Context: an optimization exercise on an open-source flow, tuned for small area, a short achievable clock period and few clock cycles per item. The choices shown serve that exercise and are no tape-out recipe. Only simulation tests tie the RTL to the original design; equivalence was not proved. Power and IR drop assume default switching activity.

Setup of run 1:
## softmax_top
module softmax_top (
  input  logic        clk,
  input  logic        rst_n,
  input  logic [15:0] fifo_data,
  input  logic        fifo_empty,
  output logic        rd_en,
  output logic [15:0] tx_data,
  output logic        tx_empty,
  input  logic        tx_fifo_en,
  input  logic [1:0]  control
);
==> flow/config.mk <==
export PLATFORM = sky130hd
export DESIGN_NAME = softmax_top
export DESIGN_NICKNAME = softmax_top
export VERILOG_FILES = /design/flow/design.v
export SDC_FILE = /design/flow/constraint.sdc
export NUM_CORES = 4
export LEC_CHECK = 0
export CAP_MARGIN = 20
export CORE_MARGIN = 2
export CORE_UTILIZATION = 65
export CTS_BUF_LIST = sky130_fd_sc_hd__clkbuf_16
export CTS_CLUSTER_DIAMETER = 100
export CTS_CLUSTER_SIZE = 28
export SETUP_SLACK_MARGIN = 5.0
export SLEW_MARGIN = 20
==> flow/constraint.sdc <==
create_clock -name core_clock -period 10.0 [get_ports {clk}]
set_input_delay 2.0000 -clock core_clock [delete_from_list [all_inputs] [get_ports {clk}]]
set_output_delay 2.0000 -clock core_clock [all_outputs]
set_load 0.01 [all_outputs]
run.sh (not shown) runs the stock make flow with config.mk's settings and CLKGATE_MAP_FILE= SYNTH_SCRIPT=/design/flow/synth_recipe.tcl, a recipe that flattens the netlist after the stock synthesis.
Testbench counts of run 1, summed over its fixed seeds: cycles 3,456, items 192.
Input changes introduced in run 2 (baseline for comparison: run 1):
Settings: putting ABC_AREA at 1 where nothing was set; swapping 65 for 40 in CORE_UTILIZATION; swapping 28 for 24 in CTS_CLUSTER_SIZE.
Notes after the runs:
- Run 2 gives less worst slack on hold paths than run 1 did.
- Delta (run 2 minus run 1): power share of the combinational group picked up an extra 12 points, via count picked up an extra 1549.
[inputs] run 3 vs run 2
Settings: ABC_AREA removed (was 1).
Notes after the runs:
Row sum of met2 wire segment lengths after detailed routing: run 3 lower / run 2 higher. Diff run 2 -> run 3: fmax shows no meaningful change, hold violation count in the final report shows no meaningful change. Compared with run 2, run 3 shows a number of placement rows that is 1 lower. Comparing sequential share of layout area for run 2 and run 3, the smaller number came from run 2. The worst-case setup margin in the final layout number comes out higher for run 3 vs run 2. Looking only at final non-filler cell area, and setting everything else aside, the higher value of run 2 and run 3 goes to run 2. Compare run 2 and run 3 | tightest slew margin relative to the limit higher: run 3. Of run 2 and run 3, run 3 shows the lower synthesized netlist net count, with run 2 above it. Run 3 vs run 2 — horizontal die dimension dropped slightly. Against run 2, worst setup timing slack at the placement stage in run 3 came out better.
Here is what was changed in the inputs of run 4 compared with run 3.
==> flow/flow/run.sh (new file) <==
#!/bin/bash
set -uo pipefail
sed -e 's/SETUP_SLACK_MARGIN=[0-9.]*/SETUP_SLACK_MARGIN=6.0/' standard.sh > standard_margin.sh
bash standard_margin.sh > make_flow.log 2>&1
status=$?
echo "standard flow exit $status"
exit $status
==> flow/standard.sh (new file) <==
#!/bin/bash
# synth_recipe.tcl (not shown) runs the flow's synth.tcl, then flattens the netlist and writes it again
# the make line also repeats each setting of config.mk as NAME=value (left out here)
make -C /OpenROAD-flow-scripts/flow DESIGN_CONFIG=/design/flow/config.mk WORK_HOME=/design/flow/orfs CLKGATE_MAP_FILE= SYNTH_SCRIPT=/design/flow/synth_recipe.tcl "${@:-finish}"
removed: flow/run.sh
[summary]
- Compared with run 3, run 4 shows routed wire length that has gone up slightly.
- Run 4 vs. run 3: setup slack rose by 85 ps; share of power burned in combinational logic rose by 0.9 points; part of the total power dissipated in the clock network fell by 0.5 points; detailed-placement wirelength estimate rose by 0.83%.
- Global-route usage: run 3 vs run 4 — no meaningful difference
- Run 4: no failed stages, no open violations at the end
- Run 3 -> run 4: layout clock buffer count delta 0, exact match

========
Another version of the RTL of softmax_top (not shown whole).
Size: about 1900 cells after synthesis.
clock: 10.0 ns
lec_check: 0
cap_margin: 20
core_margin: 2
core_utilization: 65
cts_buf_list: sky130_fd_sc_hd__clkbuf_16
cts_cluster_diameter: 100
cts_cluster_size: 28
place_density: 0.75
setup_slack_margin: 5.0
slew_margin: 20
standard.sh (not shown) runs the stock make flow with config.mk's settings and CLKGATE_MAP_FILE= SYNTH_SCRIPT=/design/flow/synth_recipe.tcl, a recipe that flattens the netlist after the stock synthesis.
==> flow/flow/run.sh <==
#!/bin/bash
# The standard layout (standard.sh), changed only in how hard and where the
# layout is optimised, not in the constraints it is signed off at:
#  - port buffers are sky130_fd_sc_hd__buf_4 instead of the delay cell buffer_ports picks
#    (every port still gets its own buffer),
#  - the pin placer keeps all pins on one edge (-exclude left:* -exclude right:* -exclude bottom:*), so the
#    bypass paths between input and output pins stay short.
# The full make output goes to make_flow.log; ORFS keeps each step's log
# under orfs/logs.
set -uo pipefail
sed -e 's/SETUP_SLACK_MARGIN=[0-9.]*/SETUP_SLACK_MARGIN=6.0 BUFFER_PORTS_ARGS="-buffer_cell sky130_fd_sc_hd__buf_4" PLACE_PINS_ARGS="-exclude left:* -exclude right:* -exclude bottom:*"/' standard.sh > standard_tuned.sh
bash standard_tuned.sh > make_flow.log 2>&1
status=$?
echo "standard flow exit $status"
exit $status
Testbench counts at the start, summed over its fixed seeds: cycles 3,456, items 192.
Rerun with:
--- a/flow/flow/run.sh
+++ b/flow/flow/run.sh
@@ -10,3 +10,3 @@
 set -uo pipefail
-sed -e 's/SETUP_SLACK_MARGIN=[0-9.]*/SETUP_SLACK_MARGIN=6.0 BUFFER_PORTS_ARGS="-buffer_cell sky130_fd_sc_hd__buf_4" PLACE_PINS_ARGS="-exclude left:* -exclude right:* -exclude bottom:*"/' standard.sh > standard_tuned.sh
+sed -e 's/SETUP_SLACK_MARGIN=[0-9.]*/SETUP_SLACK_MARGIN=7.0 BUFFER_PORTS_ARGS="-buffer_cell sky130_fd_sc_hd__buf_4" PLACE_PINS_ARGS="-exclude left:* -exclude right:* -exclude bottom:*"/' standard.sh > standard_tuned.sh
 bash standard_tuned.sh > make_flow.log 2>&1
PLACE_DENSITY = default   (was 0.75)
Effect:
- The new run went through all stages and came out clean
- die area stays the same
- cell area came out higher by 10%
- final cell count came out higher by 5.3%
- worst setup slack is worse by 0.024 ns

[separate check: timing with driven ports]
How much do the figures lean on ideal ports? The routed layouts below were timed once more, with nothing changed but the port constraints.
Step 1, drivers: a clkbuf_16 drives clk and a buf_2 each remaining input, both assumed.
Step 2 times the ports against the registers' clock, not the clock port: input delays grow and output delays shrink by t, the midpoint of the rising clock arrivals with the driver on.
a / b / c = ideal / step 1 / step 2; a / b = the first two.
run | t (ns) | setup WS [ns] | worst hold slack (ns)
run 1 | 0.641 | 5.028 / 5.006 / 4.801 | 0.316 / 0.316 / 0.316
run 2 | 0.611 | 4.986 / 4.953 / 4.930 | 0.308 / 0.308 / 0.308
run 3 | 0.661 | 4.993 / 4.953 / 4.715 | 0.322 / 0.322 / 0.322
run 4 | 0.665 | 5.078 / 5.025 / 5.025 | 0.317 / 0.317 / 0.317
the first run of note 2 | 0.657 | 5.291 / 5.195 / 5.169 | 0.324 / 0.324 / 0.324
the second run of note 2 | 0.631 | 5.267 / 5.175 / 5.175 | 0.319 / 0.319 / 0.319
After both steps every run listed still meets setup and hold. For run 3, which loses most, drivers alone change the setup slack by -0.040 ns; drivers and shift together by -0.278 ns.
